Source: an optimization exercise on an open RTL-to-GDS flow (aim: small area, a short achievable clock period and few clock cycles). Production flows keep margins and buffers that such runs may drop. The RTL was checked by simulation tests, not by an equivalence proof against the original design. Power figures rest on the tool's default switching activity, not on a simulated workload.

## flow/design.v (module list and top-level ports; edited modules follow where they fit)
// module vedic_mul_seq: 924 lines
// module dsp_seq_core: 237 lines
module dsp_seq_core #(
  parameter int DATA_W     = 32,
  parameter int NREGS      = 16,
  parameter int IMEM_DEPTH = 64,
  parameter int NOUT       = 3
) (
  input  logic                          clk,
  input  logic                          rst,
  input  logic                          imem_we,
  input  logic [$clog2(IMEM_DEPTH)-1:0] imem_addr,
  input  logic [31:0]                   imem_wdata,
  input  logic                          start,
  output logic                          busy,
  output logic                          done,
  output logic                          err,
  output logic [NOUT*DATA_W-1:0]        out_data,
  output logic [NOUT-1:0]               out_valid
);
  // ...
==> flow/flow/run.sh <==
#!/bin/bash
set -euo pipefail
bash standard.sh SETUP_SLACK_MARGIN=8 finish > standard_flow.log 2>&1
==> flow/standard.sh <==
#!/bin/bash
# synth_recipe.tcl (not shown) runs the flow's synth.tcl, then flattens the netlist and writes it again
# the make line also repeats each setting of config.mk as NAME=value (left out here)
make -C /OpenROAD-flow-scripts/flow DESIGN_CONFIG=/design/flow/config.mk WORK_HOME=/design/flow/orfs CLKGATE_MAP_FILE= SYNTH_SCRIPT=/design/flow/synth_recipe.tcl "${@:-finish}"
==> flow/config.mk <==
export PLATFORM = sky130hd
export DESIGN_NAME = dsp_seq_core
export DESIGN_NICKNAME = dsp_seq_core
export VERILOG_FILES = /design/flow/design.v
export SDC_FILE = /design/flow/constraint.sdc
export NUM_CORES = 4
export LEC_CHECK = 0
export CAP_MARGIN = 20
export CORE_MARGIN = 2
export CORE_UTILIZATION = 45
export PLACE_DENSITY = 0.6
export SLEW_MARGIN = 20
==> flow/constraint.sdc <==
create_clock -name core_clock -period 12.0 [get_ports {clk}]
set_input_delay 2.4000 -clock core_clock [delete_from_list [all_inputs] [get_ports {clk}]]
set_output_delay 2.4000 -clock core_clock [all_outputs]
set_load 0.01 [all_outputs]
==> flow_metrics.py, run 1 <==
metrics = {
    "floorplanning": {
        "floorplan.tapcells": 2992,
        "die_x_um": 479,
        "start_util_pct": 45.2,
    },
    "clock_tree": {
        "cts_sinks": 2215,
        "htree_levels": 4,
    },
    "pwr": {
        "p_clk_share_pct": 19.2,
        "power_top_consumer": "combinational cells",
        "p_leak_nw": 41.4,
        "pwr-share-seq_pct": 26.9,
    },
    "layout": {
        "clockNetworkAreaShare_pct": 6.60,
        "nMultiInputCombCells": 4796,
        "largest_register_ffs": 1280,
        "buf_share_pct": 4.83,
        "regMostFlops": "mem",
        "buffers_excl_clock": 607,
        "drive_above_1_share_pct": 16.0,
        "area_delta_synth_final_pct": 17.3,
        "nFillCells": 18600,
    },
    "worst_setup_path": {
        "cpMostUsedCell": "xnor2_1",
        "crit_path_top_delay_cell": "fa_1",
        "worstSetupStartpoint": "ex_two[0]$_DFF_P_",
        "crit_path_max_fanout": 3,
        "endpoint_kind": "register",
        "arrival_ns": 5.13,
    },
    "drt": {
        "viasPerCell": 7.10,
    },
    "logic_synthesis": {
        "ys_async_sr_fraction_pct": 5.51,
        "synth_cell_types": 95,
    },
    "hold_path": {
        "hp-start": "ex_c[0]$_DFF_P_",
    },
    "run_status": {
        "status": "finished clean",
    },
    "sta": {
        "whs_ns": 0.322,
        "fin_crit_sh_pct": 36.4,
        "clock-skew-final_ns": 0.107,
        "finalCriticalPeriod_ns": 4.37,
    },
    "global_routing": {
        "grt_pass1_vias": 73300,
        "grt_max_degree": 75,
    },
}
Testbench counts, summed over its fixed seeds: cycles 8,594.
==> module dsp_seq_core, before the edit <==
module dsp_seq_core #(
  parameter int DATA_W     = 32,
  parameter int NREGS      = 16,
  parameter int IMEM_DEPTH = 64,
  parameter int NOUT       = 3
) (
  input  logic                          clk,
  input  logic                          rst,
  input  logic                          imem_we,
  input  logic [$clog2(IMEM_DEPTH)-1:0] imem_addr,
  input  logic [31:0]                   imem_wdata,
  input  logic                          start,
  output logic                          busy,
  output logic                          done,
  output logic                          err,
  output logic [NOUT*DATA_W-1:0]        out_data,
  output logic [NOUT-1:0]               out_valid
);
  localparam int AW = $clog2(IMEM_DEPTH);
  localparam int IW = dsp_pkg::IW;
  localparam logic [1:0] C_ALU = dsp_pkg::C_ALU;
  localparam logic [1:0] C_OUT = dsp_pkg::C_OUT;
  localparam logic [1:0] C_NOP = dsp_pkg::C_NOP;
  localparam logic [1:0] C_END = dsp_pkg::C_END;
  function automatic logic [2:0] add_mod3(input logic [2:0] x, input logic [2:0] y);
    add_mod3[0] = (x[0] & y[0]) | (x[1] & y[2]) | (x[2] & y[1]);
    add_mod3[1] = (x[0] & y[1]) | (x[1] & y[0]) | (x[2] & y[2]);
    add_mod3[2] = (x[0] & y[2]) | (x[2] & y[0]) | (x[1] & y[1]);
  endfunction
  function automatic logic [1:0] mod3_16(input logic [15:0] v);
    logic [2:0] r [8];
    logic [2:0] q [4];
    logic [2:0] t;
    for (int k = 0; k < 8; k++) begin
      r[k][0] = v[2*k+1] == v[2*k];
      r[k][1] = !v[2*k+1] && v[2*k];
      r[k][2] = v[2*k+1] && !v[2*k];
    end
    for (int k = 0; k < 4; k++) q[k] = add_mod3(r[2*k], r[2*k+1]);
    t = add_mod3(add_mod3(q[0], q[1]), add_mod3(q[2], q[3]));
    mod3_16 = {t[2], t[1]};
  endfunction
  function automatic logic [IW-1:0] encode(input logic [31:0] w);
    logic [5:0] op;
    logic [3:0] rs, rt, rd;
    op = w[dsp_pkg::OP_LSB +: 6];
    rs = w[dsp_pkg::RS_LSB +: 4];
    rt = w[dsp_pkg::RT_LSB +: 4];
    rd = w[dsp_pkg::RD_LSB +: 4];
    encode = {4'd0, C_NOP, 14'd0};
    if (op == dsp_pkg::OP_LI) begin
      if (rt != 4'd0) encode = {rt, w[15:0]};
    end else if (op == dsp_pkg::OP_ADD || op == dsp_pkg::OP_SUB ||
                 op == dsp_pkg::OP_MUL || op == dsp_pkg::OP_MAC) begin
      encode = {4'd0, C_ALU, 2'(op - dsp_pkg::OP_ADD), rs, rt, rd};
    end else if (op == dsp_pkg::OP_OUT) begin
      encode = {4'd0, C_OUT, 2'd0, rs, 6'd0, mod3_16(w[15:0])};
    end else if (op == dsp_pkg::OP_HALT) begin
      encode = {4'd0, C_END, 14'd0};
    end else if (op != dsp_pkg::OP_NOP) begin
      encode = {4'd0, C_END, 14'd1};
    end
  endfunction
  logic          pw_q;
  logic [AW-1:0] pa_q;
  logic [31:0]   pd_q;
  logic [IW-1:0] pw_word;
  logic [IW-1:0] mem [IMEM_DEPTH];
  logic          busy_q, done_q, err_q;
  always_ff @(posedge clk) begin
    pw_q <= imem_we && !busy_q;
    pa_q <= imem_addr;
    pd_q <= imem_wdata;
  end
  assign pw_word = encode(pd_q);
  always_ff @(posedge clk) if (pw_q) mem[pa_q] <= pw_word;
  logic w01_busy;
  assign w01_busy = pw_q && pa_q[AW-1:1] == '0;
  logic [AW-1:0] pc_q;
  logic [IW-1:0] mem_rd;
  always_comb begin
    mem_rd = '0;
    for (int i = 0; i < IMEM_DEPTH; i++) mem_rd = mem_rd | (mem[i] & {IW{pc_q == AW'(i)}});
  end
  logic [IW-1:0] fq_q;
  logic [IW-1:0] dw;             
  logic          rq_v;           
  logic [3:0]  rq_sa, rq_sb, rq_sc, rq_dst;
  logic        rq_li, rq_sub, rq_mul, rq_out, rq_end, rq_eerr, rq_wr;
  logic [1:0]  rq_ch;
  logic [15:0] rq_imm;
  logic        d_li, d_alu, d_out, d_end;
  assign dw    = (busy_q && rq_v) ? fq_q : mem[0];
  assign d_li  = dw[19:16] != 4'd0;
  assign d_alu = !d_li && dw[15:14] == C_ALU;
  assign d_out = !d_li && dw[15:14] == C_OUT;
  assign d_end = !d_li && dw[15:14] == C_END;
  logic fq_end, fq_last, rq_last, mr_end, fq_safe, stall, adv, fin_b, fin_c, fin, start_acc;
  logic [3:0] d_sa, d_sb, d_sc;
  assign d_sa      = (d_alu || d_out) ? dw[11:8] : 4'd0;
  assign d_sb      = d_alu ? dw[7:4] : 4'd0;
  assign d_sc      = (d_alu && dw[13:12] == 2'd3) ? dw[3:0] : 4'd0;
  assign fq_end    = fq_q[19:16] == 4'd0 && fq_q[15:14] == C_END;
  assign mr_end    = mem_rd[19:16] == 4'd0 && mem_rd[15:14] == C_END;
  assign fq_last   = pc_q == AW'(0);    
  assign rq_last   = pc_q == AW'(1);    
  logic f_alu, f_out;
  logic [3:0] f_sa, f_sb, f_sc;
  assign f_alu     = fq_q[19:16] == 4'd0 && fq_q[15:14] == C_ALU;
  assign f_out     = fq_q[19:16] == 4'd0 && fq_q[15:14] == C_OUT;
  assign f_sa      = (f_alu || f_out) ? fq_q[11:8] : 4'd0;
  assign f_sb      = f_alu ? fq_q[7:4] : 4'd0;
  assign f_sc      = (f_alu && fq_q[13:12] == 2'd3) ? fq_q[3:0] : 4'd0;
  assign fq_safe   = !f_out && !(rq_mul && rq_wr && (f_sa == rq_dst || f_sb == rq_dst || f_sc == rq_dst));
  assign adv       = rq_v && !rq_end && !stall;
  assign fin_c     = busy_q && ((rq_v && rq_end) || (adv && (fq_end || rq_last)));
  assign fin_b     = busy_q && adv && !fq_end && !rq_last && (mr_end || fq_last) && fq_safe;
  assign fin       = fin_c || fin_b;
  assign start_acc = !busy_q && start && !imem_we;
  always_ff @(posedge clk) begin
    if (!busy_q || !rq_v || adv) begin
      rq_sa   <= d_sa;
      rq_sb   <= d_sb;
      rq_sc   <= d_sc;
      rq_dst  <= d_li ? dw[19:16] : (d_alu ? dw[3:0] : 4'd0);
      rq_wr   <= d_li || (d_alu && dw[3:0] != 4'd0);
      rq_li   <= d_li;
      rq_sub  <= d_alu && dw[13:12] == 2'd1;
      rq_mul  <= d_alu && dw[13];
      rq_out  <= d_out;
      rq_end  <= d_end;
      rq_eerr <= dw[0];
      rq_ch   <= dw[1:0];
      rq_imm  <= dw[15:0];
    end
    if (!busy_q || !rq_v) begin
      fq_q <= mem[1];
      pc_q <= AW'(2);
    end else if (adv) begin
      fq_q <= mem_rd;
      pc_q <= pc_q + 1'b1;
    end
  end
  logic [31:0] rf [1:15];
  logic [15:1] rf_v;
  logic        wb_aw, wb_mw, wb_we;
  logic [3:0]  wb_dst;
  logic [31:0] wb_res, wb_val, mul_p;
  logic        ex_aw, ex_mw, ex_sub;
  logic [3:0]  ex_dst;
  logic [31:0] ex_a, ex_b, ex_c, alu;
  logic [15:0] ex_one, ex_two, ex_neg;
  function automatic logic [31:0] rf_rd(input logic [3:0] s);
    rf_rd = '0;
    for (int i = 1; i < 16; i++) if (s == 4'(i) && rf_v[i]) rf_rd = rf[i];
  endfunction
  function automatic logic [31:0] fwd(input logic [3:0] s);
    if (ex_aw && ex_dst == s) fwd = alu;
    else if (wb_we && wb_dst == s) fwd = wb_val;
    else fwd = rf_rd(s);
  endfunction
  logic [31:0] op_a, op_b, op_c;
  logic [15:0] b_one, b_two, b_neg;
  assign op_a = fwd(rq_sa);
  assign op_b = rq_li ? {{16{rq_imm[15]}}, rq_imm} : fwd(rq_sb);
  assign op_c = fwd(rq_sc);
  assign stall = ex_mw && (rq_sa == ex_dst || rq_sb == ex_dst || rq_sc == ex_dst);
  always_comb begin
    for (int k = 0; k < 16; k++) begin
      logic b2, b1, b0;
      b2 = op_b[2*k+1];
      b1 = op_b[2*k];
      b0 = (k == 0) ? 1'b0 : op_b[2*k-1];
      b_one[k] = b1 ^ b0;
      b_two[k] = (b2 & ~b1 & ~b0) | (~b2 & b1 & b0);
      b_neg[k] = b2;
    end
  end
  always_ff @(posedge clk) begin
    ex_dst <= rq_dst;
    ex_sub <= rq_sub;
    ex_a   <= op_a;
    ex_b   <= op_b;
    ex_c   <= op_c;
    ex_one <= b_one;
    ex_two <= b_two;
    ex_neg <= b_neg;
    wb_dst <= ex_dst;
    wb_res <= alu;
  end
  assign alu = ex_a + (ex_b ^ {32{ex_sub}}) + 32'(ex_sub);
  vedic_mul_seq u_mul (
    .clk(clk), .a(ex_a), .one(ex_one), .two(ex_two), .neg(ex_neg), .c(ex_c), .p(mul_p)
  );
  assign wb_we  = wb_aw || wb_mw;
  assign wb_val = wb_mw ? mul_p : wb_res;
  logic [NOUT*DATA_W-1:0] out_q;
  logic [NOUT-1:0] ov_q;
  always_ff @(posedge clk or posedge rst) begin
    if (rst) begin
      busy_q <= 1'b0;
      rq_v   <= 1'b0;
      done_q <= 1'b0;
      err_q  <= 1'b0;
      ex_aw  <= 1'b0;
      ex_mw  <= 1'b0;
      wb_aw  <= 1'b0;
      wb_mw  <= 1'b0;
      out_q  <= '0;
      ov_q   <= '0;
      rf_v   <= '0;
    end else begin
      busy_q <= busy_q ? !fin : start_acc;
      rq_v   <= busy_q ? (!rq_v || !fin_c) : (start_acc && !w01_busy);
      done_q <= fin;
      if (start_acc) err_q <= 1'b0;
      else if (fin_c) err_q <= rq_end ? rq_eerr : (rq_last || fq_q[0]);
      else if (fin_b) err_q <= fq_last || mem_rd[0];
      ex_aw <= adv && rq_wr && !rq_mul;
      ex_mw <= adv && rq_wr && rq_mul;
      wb_aw <= ex_aw;
      wb_mw <= ex_mw;
      ov_q  <= '0;
      if (adv && rq_out) begin
        ov_q <= NOUT'(1) << rq_ch;
        out_q[rq_ch*DATA_W +: DATA_W] <= op_a;
      end
      if (wb_we) rf_v[wb_dst] <= 1'b1;
    end
  end
  always_ff @(posedge clk) if (wb_we) rf[wb_dst] <= wb_val;
  assign busy = busy_q;
  assign done = done_q;
  assign err = err_q;
  assign out_data = out_q;
  assign out_valid = ov_q;
endmodule
==> run 2: changes to the inputs <==
--- a/flow/design.v
+++ b/flow/design.v
@@ -802,150 +802,153 @@
   wire s773 = s705 ^ s707 ^ k702;
   wire k774 = (s705 & s707) | (s705 & k702) | (s707 & k702);
   wire s775 = s709 ^ s711 ^ k706;
   wire k776 = (s709 & s711) | (s709 & k706) | (s711 & k706);
   wire s777 = s713 ^ s715 ^ k710;
   wire k778 = (s713 & s715) | (s713 & k710) | (s715 & k710);
   wire s779 = s717 ^ s719 ^ k714;
   wire k780 = (s717 & s719) | (s717 & k714) | (s719 & k714);
-  wire s781 = s721 ^ s722 ^ k718;
-  wire s782 = p1 ^ p2;
-  wire k783 = p1 & p2;
-  wire s784 = p4 ^ p5;
-  wire k785 = p4 & p5;
-  wire s786 = p8 ^ p9 ^ s723;
-  wire k787 = (p8 & p9) | (p8 & s723) | (p9 & s723);
-  wire s788 = p12 ^ s725 ^ k724;
-  wire k789 = (p12 & s725) | (p12 & k724) | (s725 & k724);
-  wire s790 = s617 ^ s727 ^ k726;
-  wire k791 = (s617 & s727) | (s617 & k726) | (s727 & k726);
-  wire s792 = k618 ^ s729 ^ k728;
-  wire k793 = (k618 & s729) | (k618 & k728) | (s729 & k728);
-  wire s794 = k620 ^ s731 ^ k730;
-  wire k795 = (k620 & s731) | (k620 & k730) | (s731 & k730);
-  wire s796 = k624 ^ s733 ^ k732;
-  wire k797 = (k624 & s733) | (k624 & k732) | (s733 & k732);
-  wire s798 = k628 ^ s735 ^ k734;
-  wire k799 = (k628 & s735) | (k628 & k734) | (s735 & k734);
-  wire s800 = k632 ^ s737 ^ k736;
-  wire k801 = (k632 & s737) | (k632 & k736) | (s737 & k736);
-  wire s802 = k636 ^ s739 ^ k738;
-  wire k803 = (k636 & s739) | (k636 & k738) | (s739 & k738);
-  wire s804 = k640 ^ s741 ^ k740;
-  wire k805 = (k640 & s741) | (k640 & k740) | (s741 & k740);
-  wire s806 = k644 ^ s743 ^ k742;
-  wire k807 = (k644 & s743) | (k644 & k742) | (s743 & k742);
-  wire s808 = k648 ^ s745 ^ k744;
-  wire k809 = (k648 & s745) | (k648 & k744) | (s745 & k744);
-  wire s810 = k652 ^ s747 ^ k746;
-  wire k811 = (k652 & s747) | (k652 & k746) | (s747 & k746);
-  wire s812 = k656 ^ s749 ^ k748;
-  wire k813 = (k656 & s749) | (k656 & k748) | (s749 & k748);
-  wire s814 = k660 ^ s751 ^ k750;
-  wire k815 = (k660 & s751) | (k660 & k750) | (s751 & k750);
-  wire s816 = k664 ^ s753 ^ k752;
-  wire k817 = (k664 & s753) | (k664 & k752) | (s753 & k752);
-  wire s818 = k668 ^ s755 ^ k754;
-  wire k819 = (k668 & s755) | (k668 & k754) | (s755 & k754);
-  wire s820 = k672 ^ s757 ^ k756;
-  wire k821 = (k672 & s757) | (k672 & k756) | (s757 & k756);
-  wire s822 = k676 ^ s759 ^ k758;
-  wire k823 = (k676 & s759) | (k676 & k758) | (s759 & k758);
-  wire s824 = k680 ^ s761 ^ k760;
-  wire k825 = (k680 & s761) | (k680 & k760) | (s761 & k760);
-  wire s826 = k684 ^ s763 ^ k762;
-  wire k827 = (k684 & s763) | (k684 & k762) | (s763 & k762);
-  wire s828 = k688 ^ s765 ^ k764;
-  wire k829 = (k688 & s765) | (k688 & k764) | (s765 & k764);
-  wire s830 = k692 ^ s767 ^ k766;
-  wire k831 = (k692 & s767) | (k692 & k766) | (s767 & k766);
-  wire s832 = k696 ^ s769 ^ k768;
-  wire k833 = (k696 & s769) | (k696 & k768) | (s769 & k768);
-  wire s834 = k700 ^ s771 ^ k770;
-  wire k835 = (k700 & s771) | (k700 & k770) | (s771 & k770);
-  wire s836 = k704 ^ s773 ^ k772;
-  wire k837 = (k704 & s773) | (k704 & k772) | (s773 & k772);
-  wire s838 = k708 ^ s775 ^ k774;
-  wire k839 = (k708 & s775) | (k708 & k774) | (s775 & k774);
-  wire s840 = k712 ^ s777 ^ k776;
-  wire k841 = (k712 & s777) | (k712 & k776) | (s777 & k776);
-  wire s842 = k716 ^ s779 ^ k778;
-  wire k843 = (k716 & s779) | (k716 & k778) | (s779 & k778);
-  wire s844 = k720 ^ s781 ^ k780;
-  logic [63:0] mid_d, mid_q;
-  assign mid_d = {k843, s844, k841, s842, k839, s840, k837, s838, k835, s836, k833, s834, k831, s832, k829, s830, k827, s828, k825, s826, k823, s824, k821, s822, k819, s820, k817, s818, k815, s816, k813, s814, k811, s812, k809, s810, k807, s808, k805, s806, k803, s804, k801, s802, k799, s800, k797, s798, k795, s796, k793, s794, k791, s792, k789, s790, k787, s788, k785, s786, k783, s784, s782, p3};
+  wire s781 = p1 ^ p2;
+  wire k782 = p1 & p2;
+  wire s783 = p4 ^ p5;
+  wire k784 = p4 & p5;
+  wire s785 = p8 ^ p9 ^ s723;
+  wire k786 = (p8 & p9) | (p8 & s723) | (p9 & s723);
+  wire s787 = p12 ^ s725 ^ k724;
+  wire k788 = (p12 & s725) | (p12 & k724) | (s725 & k724);
+  wire s789 = s617 ^ s727 ^ k726;
+  wire k790 = (s617 & s727) | (s617 & k726) | (s727 & k726);
+  wire s791 = k618 ^ s729 ^ k728;
+  wire k792 = (k618 & s729) | (k618 & k728) | (s729 & k728);
+  wire s793 = k620 ^ s731 ^ k730;
+  wire k794 = (k620 & s731) | (k620 & k730) | (s731 & k730);
+  wire s795 = k624 ^ s733 ^ k732;
+  wire k796 = (k624 & s733) | (k624 & k732) | (s733 & k732);
+  wire s797 = k628 ^ s735 ^ k734;
+  wire k798 = (k628 & s735) | (k628 & k734) | (s735 & k734);
+  wire s799 = k632 ^ s737 ^ k736;
+  wire k800 = (k632 & s737) | (k632 & k736) | (s737 & k736);
+  wire s801 = k636 ^ s739 ^ k738;
+  wire k802 = (k636 & s739) | (k636 & k738) | (s739 & k738);
+  wire s803 = k640 ^ s741 ^ k740;
+  wire k804 = (k640 & s741) | (k640 & k740) | (s741 & k740);
+  wire s805 = k644 ^ s743 ^ k742;
+  wire k806 = (k644 & s743) | (k644 & k742) | (s743 & k742);
+  wire s807 = k648 ^ s745 ^ k744;
+  wire k808 = (k648 & s745) | (k648 & k744) | (s745 & k744);
+  wire s809 = k652 ^ s747 ^ k746;
+  wire k810 = (k652 & s747) | (k652 & k746) | (s747 & k746);
+  wire s811 = k656 ^ s749 ^ k748;
+  wire k812 = (k656 & s749) | (k656 & k748) | (s749 & k748);
+  wire s813 = k660 ^ s751 ^ k750;
+  wire k814 = (k660 & s751) | (k660 & k750) | (s751 & k750);
+  wire s815 = k664 ^ s753 ^ k752;
+  wire k816 = (k664 & s753) | (k664 & k752) | (s753 & k752);
+  wire s817 = k668 ^ s755 ^ k754;
+  wire k818 = (k668 & s755) | (k668 & k754) | (s755 & k754);
+  wire s819 = k672 ^ s757 ^ k756;
+  wire k820 = (k672 & s757) | (k672 & k756) | (s757 & k756);
+  wire s821 = k676 ^ s759 ^ k758;
+  wire k822 = (k676 & s759) | (k676 & k758) | (s759 & k758);
+  wire s823 = k680 ^ s761 ^ k760;
+  wire k824 = (k680 & s761) | (k680 & k760) | (s761 & k760);
+  wire s825 = k684 ^ s763 ^ k762;
+  wire k826 = (k684 & s763) | (k684 & k762) | (s763 & k762);
+  wire s827 = k688 ^ s765 ^ k764;
+  wire k828 = (k688 & s765) | (k688 & k764) | (s765 & k764);
+  wire s829 = k692 ^ s767 ^ k766;
+  wire k830 = (k692 & s767) | (k692 & k766) | (s767 & k766);
+  wire s831 = k696 ^ s769 ^ k768;
+  wire k832 = (k696 & s769) | (k696 & k768) | (s769 & k768);
+  wire s833 = k700 ^ s771 ^ k770;
+  wire k834 = (k700 & s771) | (k700 & k770) | (s771 & k770);
+  wire s835 = k704 ^ s773 ^ k772;
+  wire k836 = (k704 & s773) | (k704 & k772) | (s773 & k772);
+  wire s837 = k708 ^ s775 ^ k774;
+  wire k838 = (k708 & s775) | (k708 & k774) | (s775 & k774);
+  wire s839 = k712 ^ s777 ^ k776;
+  wire k840 = (k712 & s777) | (k712 & k776) | (s777 & k776);
+  wire s841 = k716 ^ s779 ^ k778;
+  wire k842 = (k716 & s779) | (k716 & k778) | (s779 & k778);
+  logic [67:0] mid_d, mid_q;
+  assign mid_d = {k842, k780, k720, k718, s722, s721, k840, s841, k838, s839, k836, s837, k834, s835, k832, s833, k830, s831, k828, s829, k826, s827, k824, s825, k822, s823, k820, s821, k818, s819, k816, s817, k814, s815, k812, s813, k810, s811, k808, s809, k806, s807, k804, s805, k802, s803, k800, s801, k798, s799, k796, s797, k794, s795, k792, s793, k790, s791, k788, s789, k786, s787, k784, s785, k782, s783, s781, p3};
   always_ff @(posedge clk) mid_q <= mid_d;
   wire q_p3 = mid_q[0];
-  wire q_s782 = mid_q[1];
-  wire q_s784 = mid_q[2];
-  wire q_k783 = mid_q[3];
-  wire q_s786 = mid_q[4];
-  wire q_k785 = mid_q[5];
-  wire q_s788 = mid_q[6];
-  wire q_k787 = mid_q[7];
-  wire q_s790 = mid_q[8];
-  wire q_k789 = mid_q[9];
-  wire q_s792 = mid_q[10];
-  wire q_k791 = mid_q[11];
-  wire q_s794 = mid_q[12];
-  wire q_k793 = mid_q[13];
-  wire q_s796 = mid_q[14];
-  wire q_k795 = mid_q[15];
-  wire q_s798 = mid_q[16];
-  wire q_k797 = mid_q[17];
-  wire q_s800 = mid_q[18];
-  wire q_k799 = mid_q[19];
-  wire q_s802 = mid_q[20];
-  wire q_k801 = mid_q[21];
-  wire q_s804 = mid_q[22];
-  wire q_k803 = mid_q[23];
-  wire q_s806 = mid_q[24];
-  wire q_k805 = mid_q[25];
-  wire q_s808 = mid_q[26];
-  wire q_k807 = mid_q[27];
-  wire q_s810 = mid_q[28];
-  wire q_k809 = mid_q[29];
-  wire q_s812 = mid_q[30];
-  wire q_k811 = mid_q[31];
-  wire q_s814 = mid_q[32];
-  wire q_k813 = mid_q[33];
-  wire q_s816 = mid_q[34];
-  wire q_k815 = mid_q[35];
-  wire q_s818 = mid_q[36];
-  wire q_k817 = mid_q[37];
-  wire q_s820 = mid_q[38];
-  wire q_k819 = mid_q[39];
-  wire q_s822 = mid_q[40];
-  wire q_k821 = mid_q[41];
-  wire q_s824 = mid_q[42];
-  wire q_k823 = mid_q[43];
-  wire q_s826 = mid_q[44];
-  wire q_k825 = mid_q[45];
-  wire q_s828 = mid_q[46];
-  wire q_k827 = mid_q[47];
-  wire q_s830 = mid_q[48];
-  wire q_k829 = mid_q[49];
-  wire q_s832 = mid_q[50];
-  wire q_k831 = mid_q[51];
-  wire q_s834 = mid_q[52];
-  wire q_k833 = mid_q[53];
-  wire q_s836 = mid_q[54];
-  wire q_k835 = mid_q[55];
-  wire q_s838 = mid_q[56];
-  wire q_k837 = mid_q[57];
-  wire q_s840 = mid_q[58];
-  wire q_k839 = mid_q[59];
-  wire q_s842 = mid_q[60];
-  wire q_k841 = mid_q[61];
-  wire q_s844 = mid_q[62];
-  wire q_k843 = mid_q[63];
-  wire [31:0] row0 = {q_s844, q_s842, q_s840, q_s838, q_s836, q_s834, q_s832, q_s830, q_s828, q_s826, q_s824, q_s822, q_s820, q_s818, q_s816, q_s814, q_s812, q_s810, q_s808, q_s806, q_s804, q_s802, q_s800, q_s798, q_s796, q_s794, q_s792, q_s790, q_s788, q_s786, q_s784, q_p3};
-  wire [31:0] row1 = {q_k843, q_k841, q_k839, q_k837, q_k835, q_k833, q_k831, q_k829, q_k827, q_k825, q_k823, q_k821, q_k819, q_k817, q_k815, q_k813, q_k811, q_k809, q_k807, q_k805, q_k803, q_k801, q_k799, q_k797, q_k795, q_k793, q_k791, q_k789, q_k787, q_k785, q_k783, q_s782};
-  assign p = row0 + row1;
+  wire q_s781 = mid_q[1];
+  wire q_s783 = mid_q[2];
+  wire q_k782 = mid_q[3];
+  wire q_s785 = mid_q[4];
+  wire q_k784 = mid_q[5];
+  wire q_s787 = mid_q[6];
+  wire q_k786 = mid_q[7];
+  wire q_s789 = mid_q[8];
+  wire q_k788 = mid_q[9];
+  wire q_s791 = mid_q[10];
+  wire q_k790 = mid_q[11];
+  wire q_s793 = mid_q[12];
+  wire q_k792 = mid_q[13];
+  wire q_s795 = mid_q[14];
+  wire q_k794 = mid_q[15];
+  wire q_s797 = mid_q[16];
+  wire q_k796 = mid_q[17];
+  wire q_s799 = mid_q[18];
+  wire q_k798 = mid_q[19];
+  wire q_s801 = mid_q[20];
+  wire q_k800 = mid_q[21];
+  wire q_s803 = mid_q[22];
+  wire q_k802 = mid_q[23];
+  wire q_s805 = mid_q[24];
+  wire q_k804 = mid_q[25];
+  wire q_s807 = mid_q[26];
+  wire q_k806 = mid_q[27];
+  wire q_s809 = mid_q[28];
+  wire q_k808 = mid_q[29];
+  wire q_s811 = mid_q[30];
+  wire q_k810 = mid_q[31];
+  wire q_s813 = mid_q[32];
+  wire q_k812 = mid_q[33];
+  wire q_s815 = mid_q[34];
+  wire q_k814 = mid_q[35];
+  wire q_s817 = mid_q[36];
+  wire q_k816 = mid_q[37];
+  wire q_s819 = mid_q[38];
+  wire q_k818 = mid_q[39];
+  wire q_s821 = mid_q[40];
+  wire q_k820 = mid_q[41];
+  wire q_s823 = mid_q[42];
+  wire q_k822 = mid_q[43];
+  wire q_s825 = mid_q[44];
+  wire q_k824 = mid_q[45];
+  wire q_s827 = mid_q[46];
+  wire q_k826 = mid_q[47];
+  wire q_s829 = mid_q[48];
+  wire q_k828 = mid_q[49];
+  wire q_s831 = mid_q[50];
+  wire q_k830 = mid_q[51];
+  wire q_s833 = mid_q[52];
+  wire q_k832 = mid_q[53];
+  wire q_s835 = mid_q[54];
+  wire q_k834 = mid_q[55];
+  wire q_s837 = mid_q[56];
+  wire q_k836 = mid_q[57];
+  wire q_s839 = mid_q[58];
+  wire q_k838 = mid_q[59];
+  wire q_s841 = mid_q[60];
+  wire q_k840 = mid_q[61];
+  wire q_s721 = mid_q[62];
+  wire q_s722 = mid_q[63];
+  wire q_k718 = mid_q[64];
+  wire q_k720 = mid_q[65];
+  wire q_k780 = mid_q[66];
+  wire q_k842 = mid_q[67];
+  wire [31:0] row0 = {1'b0, q_s841, q_s839, q_s837, q_s835, q_s833, q_s831, q_s829, q_s827, q_s825, q_s823, q_s821, q_s819, q_s817, q_s815, q_s813, q_s811, q_s809, q_s807, q_s805, q_s803, q_s801, q_s799, q_s797, q_s795, q_s793, q_s791, q_s789, q_s787, q_s785, q_s783, q_p3};
+  wire [31:0] row1 = {1'b0, q_k840, q_k838, q_k836, q_k834, q_k832, q_k830, q_k828, q_k826, q_k824, q_k822, q_k820, q_k818, q_k816, q_k814, q_k812, q_k810, q_k808, q_k806, q_k804, q_k802, q_k800, q_k798, q_k796, q_k794, q_k792, q_k790, q_k788, q_k786, q_k784, q_k782, q_s781};
+  wire [31:0] low = row0 + row1;
+  assign p = {low[31] ^ q_s721 ^ q_s722 ^ q_k718 ^ q_k720 ^ q_k780 ^ q_k842, low[30:0]};
 endmodule
 module dsp_seq_core #(
   parameter int DATA_W     = 32,
   parameter int NREGS      = 16,
   parameter int IMEM_DEPTH = 64,
   parameter int NOUT       = 3
 ) (
   input  logic                          clk,
@@ -1134,48 +1137,49 @@
   end
   assign alu = ex_a + (ex_b ^ {32{ex_sub}}) + 32'(ex_sub);
   vedic_mul_seq u_mul (
     .clk(clk), .a(ex_a), .one(ex_one), .two(ex_two), .neg(ex_neg), .c(ex_c), .p(mul_p)
   );
   assign wb_we  = wb_aw || wb_mw;
   assign wb_val = wb_mw ? mul_p : wb_res;
   logic [NOUT*DATA_W-1:0] out_q;
-  logic [NOUT-1:0] ov_q;
+  logic [NOUT-1:0] ov_q, ch_v;
   always_ff @(posedge clk or posedge rst) begin
     if (rst) begin
       busy_q <= 1'b0;
       rq_v   <= 1'b0;
       done_q <= 1'b0;
       err_q  <= 1'b0;
       ex_aw  <= 1'b0;
       ex_mw  <= 1'b0;
       wb_aw  <= 1'b0;
       wb_mw  <= 1'b0;
-      out_q  <= '0;
+      ch_v   <= '0;
       ov_q   <= '0;
       rf_v   <= '0;
     end else begin
       busy_q <= busy_q ? !fin : start_acc;
       rq_v   <= busy_q ? (!rq_v || !fin_c) : (start_acc && !w01_busy);
       done_q <= fin;
       if (start_acc) err_q <= 1'b0;
       else if (fin_c) err_q <= rq_end ? rq_eerr : (rq_last || fq_q[0]);
       else if (fin_b) err_q <= fq_last || mem_rd[0];
       ex_aw <= adv && rq_wr && !rq_mul;
       ex_mw <= adv && rq_wr && rq_mul;
       wb_aw <= ex_aw;
       wb_mw <= ex_mw;
       ov_q  <= '0;
       if (adv && rq_out) begin
         ov_q <= NOUT'(1) << rq_ch;
-        out_q[rq_ch*DATA_W +: DATA_W] <= op_a;
+        ch_v[rq_ch] <= 1'b1;
       end
       if (wb_we) rf_v[wb_dst] <= 1'b1;
     end
   end
   always_ff @(posedge clk) if (wb_we) rf[wb_dst] <= wb_val;
   assign busy = busy_q;
   assign done = done_q;
   assign err = err_q;
-  assign out_data = out_q;
+  always_ff @(posedge clk) if (adv && rq_out) out_q[rq_ch*DATA_W +: DATA_W] <= op_a;
+  always_comb for (int k = 0; k < NOUT; k++) out_data[k*DATA_W +: DATA_W] = out_q[k*DATA_W +: DATA_W] & {DATA_W{ch_v[k]}};
   assign out_valid = ov_q;
 endmodule
==> flow_metrics.py, run 2 <==
metrics = {
    "run_status": {
        "status": "finished clean",
    },
    "pwr": {
        "p_leak_nw": 43.7,
        "ir_worst_vdd_uv": 900,
        "powerDensity_mw_per_mm2": 359,
    },
    "worst_setup_path": {
        "critPathLaunchType": "register",
        "reg2reg_slack_ns": 7.84,
        "crit_chain": "buf_12 -> buf_8 -> and2_4 -> buf_6",
        "endpoint_kind": "primary output",
        "critPathBufInv": 3,
        "worstSetupStartpoint": "ch_v[0]$_DFFE_PP0P_",
        "reg2reg_from": "rq_sb[2]$_SDFFCE_PN0P_",
        "critPathRequiredTime_ns": 9.60,
        "reg2reg_depth": 12,
        "critical_path.max_stage_delay_ns": 0.50,
        "crit_end": "out_data[31]",
        "crit_family": "flip-flops",
        "worstSetupPathType": "register to primary output",
        "worst-path-stages": 4,
        "crit_path_max_fanout": 6,
        "reg2reg_to": "ex_two[15]$_DFF_P_",
        "crit_path_top_delay_cell": "dfrtp_4",
        "arrival_ns": 1.95,
    },
    "clock_tree": {
        "root_buffer": "clkbuf_16",
        "cts_buffers": 218,
        "cts_sinks": 2222,
        "htree_levels": 4,
        "clk_pin_slew_worst_paths_ns": 0.06,
        "clk_latency_ns": 0.95,
        "clock_path_buffers": 3,
        "cts_tree": "built",
    },
    "logic_synthesis": {
        "synth_common_cells": "1914 x edfxtp_1, 1042 x a22oi_1, 446 x nor2_1, 439 x nand2_1, 416 x clkbuf_1",
        "seq_area_frac_synth_pct": 61.3,
        "synth_seq_cells": 2222,
        "post-synth-top-count-cell": "edfxtp_1",
        "synthTopCellsByArea": "edfxtp_1 55%, a22oi_1 7.5%, dfxtp_1 5.4%",
        "synth_edf_count": 1914,
        "synth_top_cell_by_area": "edfxtp_1",
        "ys_warn_count": 4,
        "synthCells": 8101,
        "synth_cell_types": 106,
        "syn-num-nets": 8491,
        "synth_top_area_share_pct": 55.2,
        "synth_flop_cell": "edfxtp_1",
        "synth.cell_area_sq_mm": 0.104,
        "syn_avg_cell_area_sq_um": 12.8,
        "ys_async_sr_fraction_pct": 1.31,
    },
    "sta": {
        "maxSlewHeadroom_pct": 13.8,
        "setup-tns-final_ns": 0,
        "fin_crit_sh_pct": 36.2,
        "hold_viol": 0,
        "max_freq_mhz": 230,
        "whs_ns": 0.329,
        "rsz0062_at_grt": "true",
        "clock-skew-final_ns": 0.0871,
        "maxSlewViolCount": 0,
        "tightest_slew_ns": 1.28,
        "finalCriticalPeriod_ns": 4.35,
        "setup_viol": 0,
    },
    "layout": {
        "stdcell_area_sq_mm": 0.123,
        "drive_above_1_share_pct": 18.7,
        "nNetsFinal": 8821,
        "largest_register_ffs": 1280,
        "layout_common_cells": "1914 x edfxtp_1, 980 x a22oi_1, 431 x nand2_1, 405 x buf_4, 328 x nor2_1",
        "area_delta_synth_final_pct": 17.9,
        "regMostFlops": "mem",
        "final_common_cell": "edfxtp_1",
        "reg_top3": "mem x1280, rf x480, out_q x96",
    },
    "drt": {
        "viasPerCell": 7.18,
        "drt_iter0_markers": 17800,
        "avgRoutedWirePerCell_um": 39.8,
        "dr.pass1.iters": 13,
        "wirelength_um": 465000,
        "num_vias": 83700,
        "drc": 0,
        "ant_nets": 0,
    },
    "global_routing": {
        "grt_pass1_wl_um": 626000,
        "overflow": 0,
        "grt_usage_pct": 38.1,
        "grt_max_degree": 65,
        "grt_pass1_vias": 76400,
        "antenna_found_initial": 27,
    },
    "place": {
        "portBuffers": 141,
        "hpwlAfterDp_um": 277000,
        "routabilityCongestion": 0.967,
        "dpl-instance-area_sq_mm": 0.110,
    },
    "hold_path": {
        "hold_class": "register to register",
    },
    "floorplanning": {
        "core_sq_mm": 0.230,
        "top_level_ports": 144,
        "die_h_um": 485,
        "num_rows": 176,
        "die_x_um": 485,
        "dieArea_sq_mm": 0.235,
        "start_util_pct": 45.3,
    },
    "flow_run": {
        "cap_violations": 0,
    },
}
[run 2: cell families (layout without fill, tap and decap cells)]
family | after synthesis | after routing | share of synthesized area (%)
muxes | 56 | 56 | 0.562
and+or+nand+nor | 1840 | 1844 | 8.89
buffers and inverters | 880 | 1400 | 3.32
other | 0 | 17 | 0
adders and majority gates | 348 | 348 | 5.77
DFF | 2222 | 2222 | 61.3
xor gates and xnor gates | 417 | 417 | 3.51
AOI/OAI and AO/OA | 2338 | 2338 | 16.6
[run 2: cell type report]
class,count,area (sq um)
Fill cell,19000,107000
Sequential cell,2222,64000
Multi-Input combinational cell,5003,39500
Timing Repair Buffer,674,6890
Clock buffer,272,5870
Tap cell,3026,3790
Clock inverter,142,1410
Inverter,312,1190
Antenna cell,17,42.5
[run 2: worst min-delay path by stage]
stage,to,cells after the start,from
2_1_floorplan,u_mul.mid_q[0]$_DFF_P_,0,ex_c[0]$_DFF_P_
3_3_place_gp,u_mul.mid_q[0]$_DFF_P_,0,ex_c[0]$_DFF_P_
3_5_place_dp,u_mul.mid_q[0]$_DFF_P_,0,ex_c[0]$_DFF_P_
4_1_cts,u_mul.mid_q[0]$_DFF_P_,0,ex_c[0]$_DFF_P_
5_1_grt,u_mul.mid_q[0]$_DFF_P_,0,ex_c[0]$_DFF_P_
6_report,u_mul.mid_q[0]$_DFF_P_,0,ex_c[0]$_DFF_P_
[run 2: routing by layer]
| layer | GRT usage [%] | share of wire (%) |
|---|---|---|
| met1 | 52.6 | 36 |
| met2 | 52.6 | 40 |
| met3 | 14.5 | 18 |
| met4 | 18.0 | 6.3 |
| met5 | 0 | 0.042 |
[run 2: stage by stage]
| step | util (%) | cells | worst slack, ns | power, W |
|---|---|---|---|---|
| 2_1_floorplan | - | 8101 | 7.98 | 0.0241 |
| 4_1_cts | 52.6 | 11600 | 7.62 | 0.0423 |
| 5_1_grt | 53.3 | 11700 | 7.63 | 0.0466 |
| 3_5_place_dp | 48.1 | 11100 | 6.80 | 0.0335 |
| 6_report | 53.3 | 11700 | 7.65 | 0.0440 |
| 3_3_place_gp | 48.0 | 11100 | 6.84 | 0.0333 |
[run 2: power by group]
group / internal (W) / switching (W) / leakage (nW)
Clock: 0.00386 / 0.00315 / 3.53
Sequential: 0.0102 / 0.000892 / 21.1
Combinational: 0.0103 / 0.0156 / 19.1
Total: 0.0244 / 0.0196 / 43.7
[run 2: timing repair]
action	4_1_cts	5_1_grt
pin swaps	64	98
endpoints found under the setup margin	350	301
buffers inserted	106	48
hold buffers	0	0
cloned	21	8
resized for setup	951	238
Testbench counts of run 2, summed over its fixed seeds: cycles 8,594.
==> run 3: changes to the inputs <==
--- a/flow/design.v
+++ b/flow/design.v
@@ -999,7 +999,7 @@
       if (rt != 4'd0) encode = {rt, w[15:0]};
     end else if (op == dsp_pkg::OP_ADD || op == dsp_pkg::OP_SUB ||
                  op == dsp_pkg::OP_MUL || op == dsp_pkg::OP_MAC) begin
-      encode = {4'd0, C_ALU, 2'(op - dsp_pkg::OP_ADD), rs, rt, rd};
+      if (rd != 4'd0) encode = {4'd0, C_ALU, 2'(op - dsp_pkg::OP_ADD), rs, rt, rd};
     end else if (op == dsp_pkg::OP_OUT) begin
       encode = {4'd0, C_OUT, 2'd0, rs, 6'd0, mod3_16(w[15:0])};
     end else if (op == dsp_pkg::OP_HALT) begin
@@ -1022,15 +1022,24 @@
   assign pw_word = encode(pd_q);
   always_ff @(posedge clk) if (pw_q) mem[pa_q] <= pw_word;
   logic w01_busy;
-  assign w01_busy = pw_q && pa_q[AW-1:1] == '0;
+  assign w01_busy = pw_q && pa_q < AW'(3);
+  logic [IMEM_DEPTH-2:0] sk;
+  always_ff @(posedge clk)
+    if (pw_q && pa_q != AW'(0)) sk[pa_q - 1'b1] <= pw_word[19:14] == {4'd0, C_NOP};
   logic [AW-1:0] pc_q;
   logic [IW-1:0] mem_rd;
   always_comb begin
     mem_rd = '0;
     for (int i = 0; i < IMEM_DEPTH; i++) mem_rd = mem_rd | (mem[i] & {IW{pc_q == AW'(i)}});
   end
+  logic sk_rd;
+  always_comb begin
+    sk_rd = 1'b0;
+    for (int i = 0; i < IMEM_DEPTH - 1; i++) sk_rd = sk_rd | (sk[i] & (pc_q == AW'(i)));
+  end
   logic [IW-1:0] fq_q;
   logic [IW-1:0] dw;             
+  logic          fq_last, rq_last;
   logic          rq_v;           
   logic [3:0]  rq_sa, rq_sb, rq_sc, rq_dst;
   logic        rq_li, rq_sub, rq_mul, rq_out, rq_end, rq_eerr, rq_wr;
@@ -1042,15 +1051,13 @@
   assign d_alu = !d_li && dw[15:14] == C_ALU;
   assign d_out = !d_li && dw[15:14] == C_OUT;
   assign d_end = !d_li && dw[15:14] == C_END;
-  logic fq_end, fq_last, rq_last, mr_end, fq_safe, stall, adv, fin_b, fin_c, fin, start_acc;
+  logic fq_end, mr_end, fq_safe, stall, adv, fin_b, fin_c, fin, start_acc;
   logic [3:0] d_sa, d_sb, d_sc;
   assign d_sa      = (d_alu || d_out) ? dw[11:8] : 4'd0;
   assign d_sb      = d_alu ? dw[7:4] : 4'd0;
   assign d_sc      = (d_alu && dw[13:12] == 2'd3) ? dw[3:0] : 4'd0;
   assign fq_end    = fq_q[19:16] == 4'd0 && fq_q[15:14] == C_END;
   assign mr_end    = mem_rd[19:16] == 4'd0 && mem_rd[15:14] == C_END;
-  assign fq_last   = pc_q == AW'(0);    
-  assign rq_last   = pc_q == AW'(1);    
   logic f_alu, f_out;
   logic [3:0] f_sa, f_sb, f_sc;
   assign f_alu     = fq_q[19:16] == 4'd0 && fq_q[15:14] == C_ALU;
@@ -1079,13 +1086,16 @@
       rq_eerr <= dw[0];
       rq_ch   <= dw[1:0];
       rq_imm  <= dw[15:0];
+      rq_last <= busy_q && rq_v && fq_last;
     end
     if (!busy_q || !rq_v) begin
-      fq_q <= mem[1];
-      pc_q <= AW'(2);
+      fq_q    <= mem[1];
+      fq_last <= 1'b0;
+      pc_q    <= sk[1] ? AW'(3) : AW'(2);
     end else if (adv) begin
-      fq_q <= mem_rd;
-      pc_q <= pc_q + 1'b1;
+      fq_q    <= mem_rd;
+      fq_last <= pc_q == AW'(IMEM_DEPTH-1) || (pc_q == AW'(IMEM_DEPTH-2) && sk_rd);
+      pc_q    <= pc_q + (sk_rd ? AW'(2) : AW'(1));
     end
   end
   logic [31:0] rf [1:15];
==> flow_metrics.py, run 3 <==
metrics = {
    "drt": {
        "dr.pass1.iters": 10,
        "avgRoutedWirePerCell_um": 40.0,
        "ant_nets": 0,
        "drc": 0,
        "wirelength_um": 482000,
        "num_vias": 86400,
        "viasPerCell": 7.16,
        "drt_iter0_markers": 18100,
    },
    "floorplanning": {
        "dieArea_sq_mm": 0.242,
        "core_sq_mm": 0.237,
        "top_level_ports": 144,
        "num_rows": 179,
        "start_util_pct": 45.2,
        "die_x_um": 492,
        "die_h_um": 492,
    },
    "logic_synthesis": {
        "synth_flop_cell": "edfxtp_1",
        "synth.cell_area_sq_mm": 0.107,
        "post-synth-top-count-cell": "edfxtp_1",
        "syn_avg_cell_area_sq_um": 12.8,
        "syn-num-nets": 8783,
        "ys_warn_count": 4,
        "synth_common_cells": "1984 x edfxtp_1, 993 x a22oi_1, 470 x clkbuf_1, 441 x nand2_1, 389 x nor2_1",
        "synth_top_area_share_pct": 55.5,
        "synthCells": 8389,
        "synth_seq_cells": 2287,
        "synth_cell_types": 105,
        "synth_edf_count": 1984,
        "synth_top_cell_by_area": "edfxtp_1",
        "ys_async_sr_fraction_pct": 1.27,
        "seq_area_frac_synth_pct": 61.3,
        "synthTopCellsByArea": "edfxtp_1 56%, a22oi_1 7.0%, dfxtp_1 5.1%",
    },
    "pwr": {
        "p_leak_nw": 44.7,
        "p_clk_share_pct": 19.1,
        "totalPowerFinal_w": 0.0388,
        "pwr-share-seq_pct": 28.3,
        "switchingPower_w": 0.0168,
        "powerDensity_mw_per_mm2": 309,
        "ir_worst_vdd_uv": 486,
        "p_sw_share_pct": 43.3,
        "power_frac_comb_pct": 52.6,
        "intPower_w": 0.0220,
    },
    "global_routing": {
        "antenna_found_initial": 38,
        "grt_max_degree": 77,
        "grt_usage_pct": 38.5,
        "grt_pass1_wl_um": 651000,
        "grt_pass1_vias": 79500,
        "overflow": 0,
    },
    "layout": {
        "regMostFlops": "mem",
        "final_common_cell": "edfxtp_1",
        "reg_top3": "mem x1280, rf x480, out_q x96",
        "seq_area_sq_mm": 0.0659,
        "nFillCells": 20000,
        "drive_above_1_share_pct": 17.2,
        "area_delta_synth_final_pct": 17.0,
        "stdcell_count": 12100,
        "nNetsFinal": 9068,
        "multiInputGateArea_sq_mm": 0.0399,
        "largest_register_ffs": 1280,
        "layout_common_cells": "1984 x edfxtp_1, 940 x a22oi_1, 435 x nand2_1, 400 x buf_4, 379 x nand3_1",
    },
    "worst_setup_path": {
        "reg2reg_from": "pc_q[3]$_SDFFCE_PN0P_",
        "reg2reg_to": "fq_q[11]$_DFFE_PP_",
        "reg2reg_slack_ns": 7.79,
        "endpoint_kind": "primary output",
        "arrival_ns": 1.98,
        "reg2reg_depth": 11,
        "critPathLaunchType": "register",
        "crit_path_max_fanout": 10,
        "worstSetupPathType": "register to primary output",
        "critPathRequiredTime_ns": 9.60,
    },
    "sta": {
        "hold_viol": 0,
        "setup_viol": 0,
        "finalCriticalPeriod_ns": 4.38,
        "clock-skew-final_ns": 0.0962,
        "tightest_slew_ns": 1.24,
        "whs_ns": 0.380,
        "max_freq_mhz": 228,
        "fin_crit_sh_pct": 36.5,
        "rsz0062_at_grt": "true",
        "maxSlewViolCount": 0,
        "maxSlewHeadroom_pct": 17.4,
        "setup-tns-final_ns": 0,
    },
    "clock_tree": {
        "htree_levels": 4,
        "clk_pin_slew_worst_paths_ns": 0.06,
        "clock_path_buffers": 3,
        "cts_tree": "built",
        "clk_latency_ns": 0.95,
        "root_buffer": "clkbuf_16",
        "cts_hold_buf": 0,
        "cts_buffers": 232,
        "cts_sinks": 2287,
    },
    "place": {
        "portBuffers": 141,
        "place_inst": 11400,
        "routabilityCongestion": 0.994,
        "hpwlAfterDp_um": 298000,
    },
    "hold_path": {
        "hold_class": "register to register",
        "hp-start": "ex_c[0]$_DFF_P_",
        "min_path_cells": 0,
        "hold_end": "u_mul.mid_q[0]$_DFF_P_",
    },
    "flow_run": {
        "cap_violations": 0,
    },
    "run_status": {
        "status": "finished clean",
    },
}
## run 3: changes by cell type in the layout (fill, tap and decap cells not counted), sizes merged, moves of 47 or more
cell | before | now
a22oi | 1042 | 993
and3 | 184 | 94
clkbuf | 277 | 324
edfxtp | 1914 | 1984
nand3 | 152 | 390
nand4 | 112 | 173
nor2 | 452 | 394
## run 3: worst max path at each step
stage / from / depth (start not counted) / slack (ns) / endpoint
after floorplan: pd_q[29]$_DFF_P_ / 3 / 7.57 / mem[0][13]$_DFFE_PP_
after global placement: pc_q[1]$_SDFFCE_PN1P_ / 15 / 6.80 / pc_q[4]$_SDFFCE_PN0P_
after detailed placement: pc_q[2]$_SDFFCE_PN0P_ / 15 / 6.91 / pc_q[4]$_SDFFCE_PN0P_
after CTS: ch_v[1]$_DFFE_PP0P_ / 4 / 7.57 / out_data[51]
after global routing: ch_v[1]$_DFFE_PP0P_ / 4 / 7.60 / out_data[51]
final: ch_v[1]$_DFFE_PP0P_ / 4 / 7.62 / out_data[58]
## run 3: logic make-up (layout without fill, tap and decap cells)
family,Yosys count,in the layout,share of synthesized area (%)
AND/OR/NAND/NOR,1998,2000,9.44
flip-flops,2287,2287,61.3
buffers and inverters,946,1425,3.47
AO/OA/AOI/OAI,2304,2304,15.9
adder cells (fa/ha/maj),352,352,5.65
other,0,29,0
XOR/XNOR,438,438,3.58
multiplexers,64,64,0.636
## run 3: repair_timing
item                                    CTS  global route
endpoints found under the hold margin     0             0
buffers inserted                        107            37
pin swaps                                56            74
endpoints found under the setup margin  399           269
gates resized for setup                 741           238
cloned                                   17             4
## run 3: metal layers
metal / GRT usage, % / part of all wire, % / wire length [um] / vias up
li1: - / - / - / 33200
met2: 52.3 / 40 / 191000 / 8335
met3: 16.0 / 17 / 83900 / 1724
met1: 52.8 / 36 / 176000 / 43200
met5: 0.137 / 0.058 / 278 / -
met4: 19.0 / 6.4 / 30700 / 30
## run 3: critical path, stage by stage, from the launching register on
cell and delay [ns]:
dfrtp_2 0.47, buf_16 0.17, buf_4 0.16, and2_1 0.16
buf_2 0.15
## run 3: area by class of cell
cell class / count / area share, %
flip-flops and latches: 2287 / 52.6
multi-input cells: 5158 / 31.8
repair buffers: 674 / 5.26
clock buffers: 314 / 5.15
well taps: 3167 / 3.16
clock inverters: 116 / 1.01
inverters: 321 / 0.983
diodes: 29 / 0.0578
## run 3: metrics by stage
stage	utilization [%]	area (sq um)	setup WS [ns]
finish	52.9	125000	7.62
global route	52.8	125000	7.60
CTS	52.3	124000	7.57
global placement	47.9	114000	6.80
detailed placement	47.9	114000	6.91
floorplan	-	108000	7.57
## run 3: power groups by stage
stage,sequential [W],clock (W),combinational (W)
4_1_cts,0.0109,0.00741,0.0195
2_1_floorplan,0.0108,0,0.0128
6_report,0.0110,0.00740,0.0204
5_1_grt,0.0110,0.00770,0.0221
3_5_place_dp,0.0112,0,0.0180
3_3_place_gp,0.0112,0,0.0178
Testbench counts of run 3, summed over its fixed seeds: cycles 8,026.

==> separate check: timing with driven ports <==
In the flow no input, the clock included, has a driving cell. The finished layouts below were timed again as built, in two steps. Step 1 sets driving cells, clkbuf_16 on the clock port and buf_2 on the other inputs (assumed; they add their load-dependent delay and slew). Step 2 moves the port delays by t, midway between the first and last clock arrival at a register: inputs arrive t later, outputs are due t later. That takes back most of the time a late clock gives input paths. Three values: no drivers, after step 1, after step 2; two values: the first two.
run	t, ns	slack for setup (ns)	clock arrival spread, ns
run 1	0.994	7.630 / 7.630 / 7.350	0.108 / 0.108
run 2	0.985	7.653 / 7.565 / 7.836	0.103 / 0.103
run 3	1.009	7.622 / 7.525 / 7.792	0.110 / 0.110
After both steps setup and hold are still met in every run listed. For run 1, which loses most, drivers alone change the setup slack by 0.000 ns; drivers and shift together by -0.280 ns. The worst setup slack also covers recovery checks on asynchronous resets.
